What follows belongs to an exercise in optimizing a design on an open flow for small area; a production flow would make more cautious choices. The RTL was checked by simulation tests, not by an equivalence proof against the original design.

run A:
==> flow/design.v <==
package aes_share_codec_pkg;
  localparam int unsigned S_IDLE = 0;
  localparam int unsigned S_G0   = 1;
  localparam int unsigned S_G1   = 2;
  localparam int unsigned S_ISS  = 3;
  localparam int unsigned S_WAIT = 4;
  localparam int unsigned S_OUT  = 5;
  localparam int unsigned NS     = 6;
endpackage
module aes_share_codec
#(
  parameter int unsigned d     = 2,
  parameter int unsigned RND_W = 128
) (
  input  logic                 clk,
  input  logic                 rst,
  input  logic                 in_valid,
  output logic                 in_ready,
  input  logic [127:0]         in_pt,
  input  logic [127:0]         in_key,
  input  logic                 rnd_valid,
  output logic                 rnd_ready,
  input  logic [RND_W-1:0]     rnd_in,
  output logic                 core_valid_in,
  input  logic                 core_ready,
  input  logic                 core_cipher_valid,
  output logic [128*d-1:0]     core_sh_pt,
  output logic [128*d-1:0]     core_sh_key,
  input  logic [128*d-1:0]     core_sh_ct,
  output logic                 out_valid,
  input  logic                 out_ready,
  output logic [127:0]         out_ct
);
  logic         idle_q, g0_q, g1_q, iss_q, wt_q, outs_q;
  logic         idle_d, g0_d, g1_d, iss_d, wt_d, outs_d;
  logic [127:0] ct_s0, ct_s1;
  logic [127:0] pn_q, pn_d, m0n_q, m0n_d, k_q, m1_q, m1_d, x;
  logic         ld_p, ld_m, take_m1, hold_m1;
  assign idle_d = (idle_q & ~in_valid)        | (outs_q & out_ready);
  assign g0_d   = (idle_q & in_valid)         | (g0_q & ~rnd_valid);
  assign g1_d   = (g0_q & rnd_valid)          | (g1_q & ~rnd_valid);
  assign iss_d  = (g1_q & rnd_valid)          | (iss_q & ~core_ready);
  assign wt_d   = (iss_q & core_ready)        | (wt_q & ~core_cipher_valid);
  assign outs_d = (wt_q & core_cipher_valid)  | (outs_q & ~out_ready);
  always_ff @(posedge clk or posedge rst) begin
    if (rst) begin
      idle_q <= 1'b1;
      g0_q   <= 1'b0;
      g1_q   <= 1'b0;
      iss_q  <= 1'b0;
      wt_q   <= 1'b0;
      outs_q <= 1'b0;
    end else begin
      idle_q <= idle_d;
      g0_q   <= g0_d;
      g1_q   <= g1_d;
      iss_q  <= iss_d;
      wt_q   <= wt_d;
      outs_q <= outs_d;
    end
  end
  for (genvar b = 0; b < 128; b++) begin : g_bit
    assign ct_s0[b] = core_sh_ct[2*b];
    assign ct_s1[b] = core_sh_ct[2*b+1];
  end
  assign ld_p  = idle_q | wt_q;
  assign ld_m  = g0_q | wt_q;
  assign pn_d  = (pn_q  | {128{ld_p}}) & ~({128{idle_q}} & in_pt)  & ~({128{wt_q}} & ct_s0);
  assign m0n_d = (m0n_q | {128{ld_m}}) & ~({128{g0_q}}   & rnd_in) & ~({128{wt_q}} & ct_s1);
  assign take_m1 = g1_q & rnd_valid;
  assign hold_m1 = iss_q & ~core_ready;
  assign m1_d    = ({128{take_m1}} & rnd_in) | ({128{hold_m1}} & m1_q);
  always_ff @(posedge clk) begin
    pn_q  <= pn_d;
    m0n_q <= m0n_d;
    if (idle_q) k_q <= in_key;
  end
  always_ff @(posedge clk or posedge rst) begin
    if (rst) m1_q <= '0;
    else     m1_q <= m1_d;
  end
  assign x = pn_q ^ m0n_q;
  always_comb begin
    in_ready      = idle_q;
    rnd_ready     = g0_q | g1_q;
    core_valid_in = iss_q;
    out_valid     = outs_q;
    for (int b = 0; b < 128; b++) begin
      core_sh_pt[2*b+1]  = iss_q & ~m0n_q[b];
      core_sh_pt[2*b]    = iss_q & x[b];
      core_sh_key[2*b+1] = m1_q[b];
      core_sh_key[2*b]   = iss_q & (k_q[b] ^ m1_q[b]);
    end
    out_ct = {128{outs_q}} & x;
  end
endmodule
Settings: LEC_CHECK=0, CAP_MARGIN=20, CORE_AREA=5 5 395 395, DIE_AREA=0 0 400 400, SLEW_MARGIN=20; clock period 5.0 ns.
standard.sh (not shown) runs the stock make flow with config.mk's settings and CLKGATE_MAP_FILE= SYNTH_SCRIPT=/design/flow/synth_recipe.tcl, a recipe that flattens the netlist after the stock synthesis.
==> flow/flow/run.sh <==
#!/bin/bash
# The standard synthesis, then its gates between the flip-flops replaced by a hand mapping
# (flow/remap.py keeps every flip-flop as synthesized) with inverter trees for the broadcast
# signals, then the standard layout with the
# smallest buffer on each port and a clock tree of small buffers without dummy loads.
set -euo pipefail
R=orfs/results/sky130hd/aes_share_codec/base
bash standard.sh synth > synth.log 2>&1
cp $R/1_2_yosys.v $R/1_2_yosys_standard.v
python3 flow/remap.py $R/1_2_yosys_standard.v $R/1_2_yosys.v > remap.log 2>&1
rm -f $R/1_synth.odb $R/1_synth.sdc
bash standard.sh \
  "BUFFER_PORTS_ARGS=-buffer_cell sky130_fd_sc_hd__buf_1" \
  "CTS_ARGS=-sink_clustering_enable -repair_clock_nets -dont_use_dummy_load -buf_list {sky130_fd_sc_hd__clkbuf_8} -sink_clustering_size 14 -sink_clustering_max_diameter 150" \
  finish > standard.log 2>&1
Other scripts of this flow, unchanged in this note and not shown: flow/flow/remap.py
Having completed the whole flow, run A delivered a layout that passed the timing, design-rule and antenna checks.
## Diff of input files: run B against run A
--- a/flow/flow/run.sh
+++ b/flow/flow/run.sh
@@ -14 +14 @@
-  "CTS_ARGS=-sink_clustering_enable -repair_clock_nets -dont_use_dummy_load -buf_list {sky130_fd_sc_hd__clkbuf_8} -sink_clustering_size 14 -sink_clustering_max_diameter 150" \
+  "CTS_ARGS=-sink_clustering_enable -repair_clock_nets -dont_use_dummy_load -buf_list {sky130_fd_sc_hd__clkbuf_8} -sink_clustering_size 20 -sink_clustering_max_diameter 60" \
Results
- Between run B and run A, the transition time of the tightest slew-check pin is higher for run B.
- Comparing run B against run A, there is no change at all in instance count on the critical path.
- For final wirelength, run A and run B come out practically identical.
- Between run A and run B, the number of setup violations in the final report does not differ in any meaningful way.
- In run B the summed area of non-filler cells in the final layout turned out 0.99% higher than in run A.
- Worst setup slack ends up lower on run B.
- Lower utilization goes to run A over run B.

========
Another version of the RTL of aes_share_codec (not shown whole).
Size in the first run: about 1,300 I/O pins, ~21,000 um^2 of cells after synthesis.
==> flow/config.mk <==
export PLATFORM = sky130hd
export DESIGN_NAME = aes_share_codec
export DESIGN_NICKNAME = aes_share_codec
export VERILOG_FILES = /design/flow/design.v
export SDC_FILE = /design/flow/constraint.sdc
export NUM_CORES = 4
export LEC_CHECK = 0
export CAP_MARGIN = 20
export CORE_AREA = 5 5 395 395
export DIE_AREA = 0 0 400 400
export SLEW_MARGIN = 20
==> flow/constraint.sdc <==
create_clock -name core_clock -period 5.0 [get_ports {clk}]
set_input_delay 1.0000 -clock core_clock [delete_from_list [all_inputs] [get_ports {clk}]]
set_output_delay 1.0000 -clock core_clock [all_outputs]
set_load 0.01 [all_outputs]
==> flow/flow/run.sh <==
#!/bin/bash
# The standard synthesis, then its gates between the flip-flops replaced by a hand mapping
# (flow/remap.py keeps every flip-flop as synthesized) with inverter trees for the broadcast
# signals, then the standard layout with the
# smallest buffer on each port and a clock tree of small buffers without dummy loads.
set -euo pipefail
R=orfs/results/sky130hd/aes_share_codec/base
bash standard.sh synth > synth.log 2>&1
cp $R/1_2_yosys.v $R/1_2_yosys_standard.v
python3 flow/remap.py $R/1_2_yosys_standard.v $R/1_2_yosys.v > remap.log 2>&1
rm -f $R/1_synth.odb $R/1_synth.sdc
bash standard.sh \
  "BUFFER_PORTS_ARGS=-buffer_cell sky130_fd_sc_hd__buf_1" \
  "CTS_ARGS=-sink_clustering_enable -repair_clock_nets -dont_use_dummy_load -buf_list {sky130_fd_sc_hd__clkbuf_8} -sink_clustering_size 14 -sink_clustering_max_diameter 150" \
  finish > standard.log 2>&1
==> flow/flow/remap.py <==
#!/usr/bin/env python3
"""Rewrite the standard synthesis netlist with a hand-mapped combinational part.

Every flip-flop of the standard synthesis is kept as it is (instance name, cell type); only
the gates between them are replaced by the mapping below, which computes the same functions
as the RTL in rtl/aes_share_codec.sv, gate for gate.
usage: remap.py IN.v OUT.v
"""
import re
import sys

SC = "sky130_fd_sc_hd__"
src = open(sys.argv[1]).read()

flops = {}
for typ, name, body in re.findall(r"(sky130_fd_sc_hd__\w+)\s+(\\\S+\s|\S+)\s*\((.*?)\);", src, re.S):
    if not re.match(SC + r"(e?dfx|dfr|dfs)", typ):
        continue
    pins = {p: n.strip() for p, n in re.findall(r"\.(\w+)\(([^()]*)\)", body)}
    q = pins["Q"].lstrip("\\").strip()
    m = re.match(r"(\w+)\[(\d+)\]$", q)
    if m and m.group(1) in ("pn_q", "m0n_q", "kn_q", "m1n_q"):
        key = (m.group(1), int(m.group(2)))
    else:
        alias = {"in_ready": "idle_q", "core_valid_in": "iss_q", "out_valid": "outs_q"}
        key = (alias.get(q, q), None)
    assert key not in flops, key
    flops[key] = (typ, name.strip())

expect = {(r, b) for r in ("pn_q", "m0n_q", "kn_q", "m1n_q") for b in range(128)}
expect |= {(s, None) for s in ("idle_q", "g0_q", "g1_q", "iss_q", "wt_q", "outs_q")}
assert set(flops) == expect, sorted(set(flops) ^ expect)[:10]

out = []
wires = set()
n = [0]


def w(name):
    wires.add(name)
    return name


def cell(typ, **pins):
    n[0] += 1
    conns = ", ".join(f".{p}({v})" for p, v in pins.items())
    out.append(f"  {SC}{typ} rm_{n[0]} ({conns});")


def flop(key, d, q, **extra):
    typ, name = flops[key]
    pins = {"CLK": "clk", "D": d}
    if "dfr" in typ:
        pins["RESET_B"] = "rstn"
    if "dfs" in typ:
        pins["SET_B"] = "rstn"
    if "edf" in typ:
        pins["DE"] = extra["de"]
    pins["Q"] = q
    conns = ", ".join(f".{p}({v})" for p, v in pins.items())
    out.append(f"  {typ} {name} ({conns});")


def tag(base, b):
    return w(f"{base}_{b}")


# Control: one-hot state and the signals broadcast to the bit slices.
idle, iss, outs = "in_ready", "core_valid_in", "out_valid"
g0, g1, wt = w("g0"), w("g1"), w("wt")
cell("inv_1", A="rst", Y=w("rstn"))
for s in ("in_valid", "rnd_valid", "core_ready", "core_cipher_valid", "out_ready"):
    cell("inv_1", A=s, Y=w("n_" + s))
cell("a22o_1", A1=idle, A2="n_in_valid", B1=outs, B2="out_ready", X=w("idle_d"))
cell("a22o_1", A1=idle, A2="in_valid", B1=g0, B2="n_rnd_valid", X=w("g0_d"))
cell("mux2_1", S="rnd_valid", A1=g0, A0=g1, X=w("g1_d"))
cell("a22o_1", A1=g1, A2="rnd_valid", B1=iss, B2="n_core_ready", X=w("iss_d"))
cell("a22o_1", A1=iss, A2="core_ready", B1=wt, B2="n_core_cipher_valid", X=w("wt_d"))
cell("a22o_1", A1=wt, A2="core_cipher_valid", B1=outs, B2="n_out_ready", X=w("outs_d"))
flop(("idle_q", None), "idle_d", idle)
flop(("g0_q", None), "g0_d", g0)
flop(("g1_q", None), "g1_d", g1)
flop(("iss_q", None), "iss_d", iss)
flop(("wt_q", None), "wt_d", wt)
flop(("outs_q", None), "outs_d", outs)
cell("or2_1", A=g0, B=g1, X="rnd_ready")
# Broadcast signals reach the bit slices through one inverting trunk cell and a row of small
# inverters, each driving the slices of one group of bits.
cell("inv_2", A=idle, Y=w("idle_n"))
cell("inv_2", A=wt, Y=w("wt_n"))
cell("inv_2", A=g0, Y=w("g0_n"))
cell("nor2_1", A=idle, B=wt, Y=w("ld_p_n"))
cell("nor2_1", A=g0, B=wt, Y=w("ld_m_n"))
cell("inv_2", A=g1, Y=w("g1_n"))
cell("nor2_1", A=g1, B=wt, Y=w("ld_m1_n"))
GROUP = {"iss_n": 8, "outs_n": 32, "idle": 32, "wt": 32, "g0": 32,
         "ld_p": 32, "ld_m": 32, "g1": 32, "ld_m1": 32}
SRC = {"iss_n": iss, "outs_n": outs, "idle": "idle_n", "wt": "wt_n", "g0": "g0_n",
       "ld_p": "ld_p_n", "ld_m": "ld_m_n", "g1": "g1_n", "ld_m1": "ld_m1_n"}
for sig, g in GROUP.items():
    for j in range(128 // g):
        cell("inv_2", A=SRC[sig], Y=w(f"{sig}_g{j}"))


def leaf(sig, b):
    return f"{sig}_g{b // GROUP[sig]}"


for b in range(128):
    pn, m0n, kn = tag("pn_q", b), tag("m0n_q", b), tag("kn_q", b)
    m1n = tag("m1n_q", b)
    # pn = (pn | ld_p) & ~(idle & in_pt) & ~(wt & ct_s0), and m0n likewise.
    cell("nor2_1", A=pn, B=leaf("ld_p", b), Y=tag("pn_h", b))
    cell("a221oi_1", A1=leaf("idle", b), A2=f"in_pt[{b}]", B1=leaf("wt", b), B2=f"core_sh_ct[{2 * b}]",
         C1=f"pn_h_{b}", Y=tag("pn_d", b))
    flop(("pn_q", b), f"pn_d_{b}", pn)
    cell("nor2_1", A=m0n, B=leaf("ld_m", b), Y=tag("m0n_h", b))
    cell("a221oi_1", A1=leaf("g0", b), A2=f"rnd_in[{b}]", B1=leaf("wt", b), B2=f"core_sh_ct[{2 * b + 1}]",
         C1=f"m0n_h_{b}", Y=tag("m0n_d", b))
    flop(("m0n_q", b), f"m0n_d_{b}", m0n)
    # kn = (kn | ld_p) & ~(idle & in_key)
    cell("nor2_1", A=kn, B=leaf("ld_p", b), Y=tag("kn_h", b))
    cell("a21oi_1", A1=leaf("idle", b), A2=f"in_key[{b}]", B1=f"kn_h_{b}", Y=tag("kn_d", b))
    flop(("kn_q", b), f"kn_d_{b}", kn)
    # m1n = (m1n | ld_m1) & ~(g1 & rnd_in)
    cell("nor2_1", A=m1n, B=leaf("ld_m1", b), Y=tag("m1n_h", b))
    cell("a21oi_1", A1=leaf("g1", b), A2=f"rnd_in[{b}]", B1=f"m1n_h_{b}", Y=tag("m1n_d", b))
    flop(("m1n_q", b), f"m1n_d_{b}", m1n)
    # x = ~(pt ^ M0) in ISSUE, ~ct in OUT.
    cell("xnor2_1", A=pn, B=m0n, Y=tag("xn", b))
    cell("nor2_1", A=leaf("iss_n", b), B=f"xn_{b}", Y=f"core_sh_pt[{2 * b}]")
    cell("nor2_1", A=leaf("iss_n", b), B=m0n, Y=f"core_sh_pt[{2 * b + 1}]")
    cell("nor2_1", A=leaf("outs_n", b), B=f"xn_{b}", Y=f"out_ct[{b}]")
    cell("nor2_1", A=leaf("iss_n", b), B=m1n, Y=f"core_sh_key[{2 * b + 1}]")
    cell("xnor2_1", A=kn, B=m1n, Y=tag("xk", b))
    cell("nor2_1", A=leaf("iss_n", b), B=f"xk_{b}", Y=f"core_sh_key[{2 * b}]")

head = """module aes_share_codec(clk, rst, in_valid, in_ready, in_pt, in_key, rnd_valid, rnd_ready,
  rnd_in, core_valid_in, core_ready, core_cipher_valid, core_sh_pt, core_sh_key, core_sh_ct,
  out_valid, out_ready, out_ct);
  input clk;
  input rst;
  input in_valid;
  output in_ready;
  input [127:0] in_pt;
  input [127:0] in_key;
  input rnd_valid;
  output rnd_ready;
  input [127:0] rnd_in;
  output core_valid_in;
  input core_ready;
  input core_cipher_valid;
  output [255:0] core_sh_pt;
  output [255:0] core_sh_key;
  input [255:0] core_sh_ct;
  output out_valid;
  input out_ready;
  output [127:0] out_ct;
"""
with open(sys.argv[2], "w") as f:
    f.write(head)
    for x in sorted(wires):
        f.write(f"  wire {x};\n")
    f.write("\n".join(out) + "\nendmodule\n")
print(f"kept {len(flops)} flip-flops, wrote {n[0]} gates")
Next try:
--- a/flow/flow/remap.py
+++ b/flow/flow/remap.py
@@ -94,6 +94,6 @@
 cell("inv_2", A=g1, Y=w("g1_n"))
 cell("nor2_1", A=g1, B=wt, Y=w("ld_m1_n"))
-GROUP = {"iss_n": 8, "outs_n": 32, "idle": 32, "wt": 32, "g0": 32,
-         "ld_p": 32, "ld_m": 32, "g1": 32, "ld_m1": 32}
+GROUP = {"iss_n": 8, "outs_n": 32, "idle": 16, "wt": 16, "g0": 32,
+         "ld_p": 16, "ld_m": 32, "g1": 32, "ld_m1": 32}
 SRC = {"iss_n": iss, "outs_n": outs, "idle": "idle_n", "wt": "wt_n", "g0": "g0_n",
        "ld_p": "ld_p_n", "ld_m": "ld_m_n", "g1": "g1_n", "ld_m1": "ld_m1_n"}
Cell count stays flat.
Routed wire length rose by 3.4%.
Non-clock buffer count fell by 2.
Count of clock-buffer cells in the layout goes down by 2.

-- re-timing with driven ports --
The flow's constraints put no driver on any port. The routed layouts listed below were extracted and timed again, unchanged, in two steps.
Step 1 (the two cells are an assumption about what drives the block):
set clk [get_ports {clk}]
set_driving_cell -lib_cell sky130_fd_sc_hd__clkbuf_16 $clk
set_driving_cell -lib_cell sky130_fd_sc_hd__buf_2 [delete_from_list [all_inputs] $clk]
Step 2 moves the port delays by t, midway between the first and last clock arrival at a register: inputs arrive t later, outputs are due t later. That takes back most of the time a late clock gives input paths.
Slacks: no drivers / after step 1 / after step 2; pairs: no drivers / after step 1.
| run | shift t [ns] | setup WS [ns] | slew at the worst register clock pin (ns) | pins driven straight from the clock port |
|---|---|---|---|---|
| run A | 0.775 | 1.186 / 1.102 / 1.877 | 0.11 / 0.11 | 1 |
| run B | 0.769 | 1.153 / 1.070 / 1.839 | 0.12 / 0.12 | 1 |
| the first run of note 2 | 0.759 | 1.139 / 1.082 / 1.841 | 0.12 / 0.12 | 1 |
| the second run of note 2 | 0.780 | 1.074 / 0.989 / 1.770 | 0.12 / 0.12 | 1 |
After both steps every run listed still meets setup and hold.
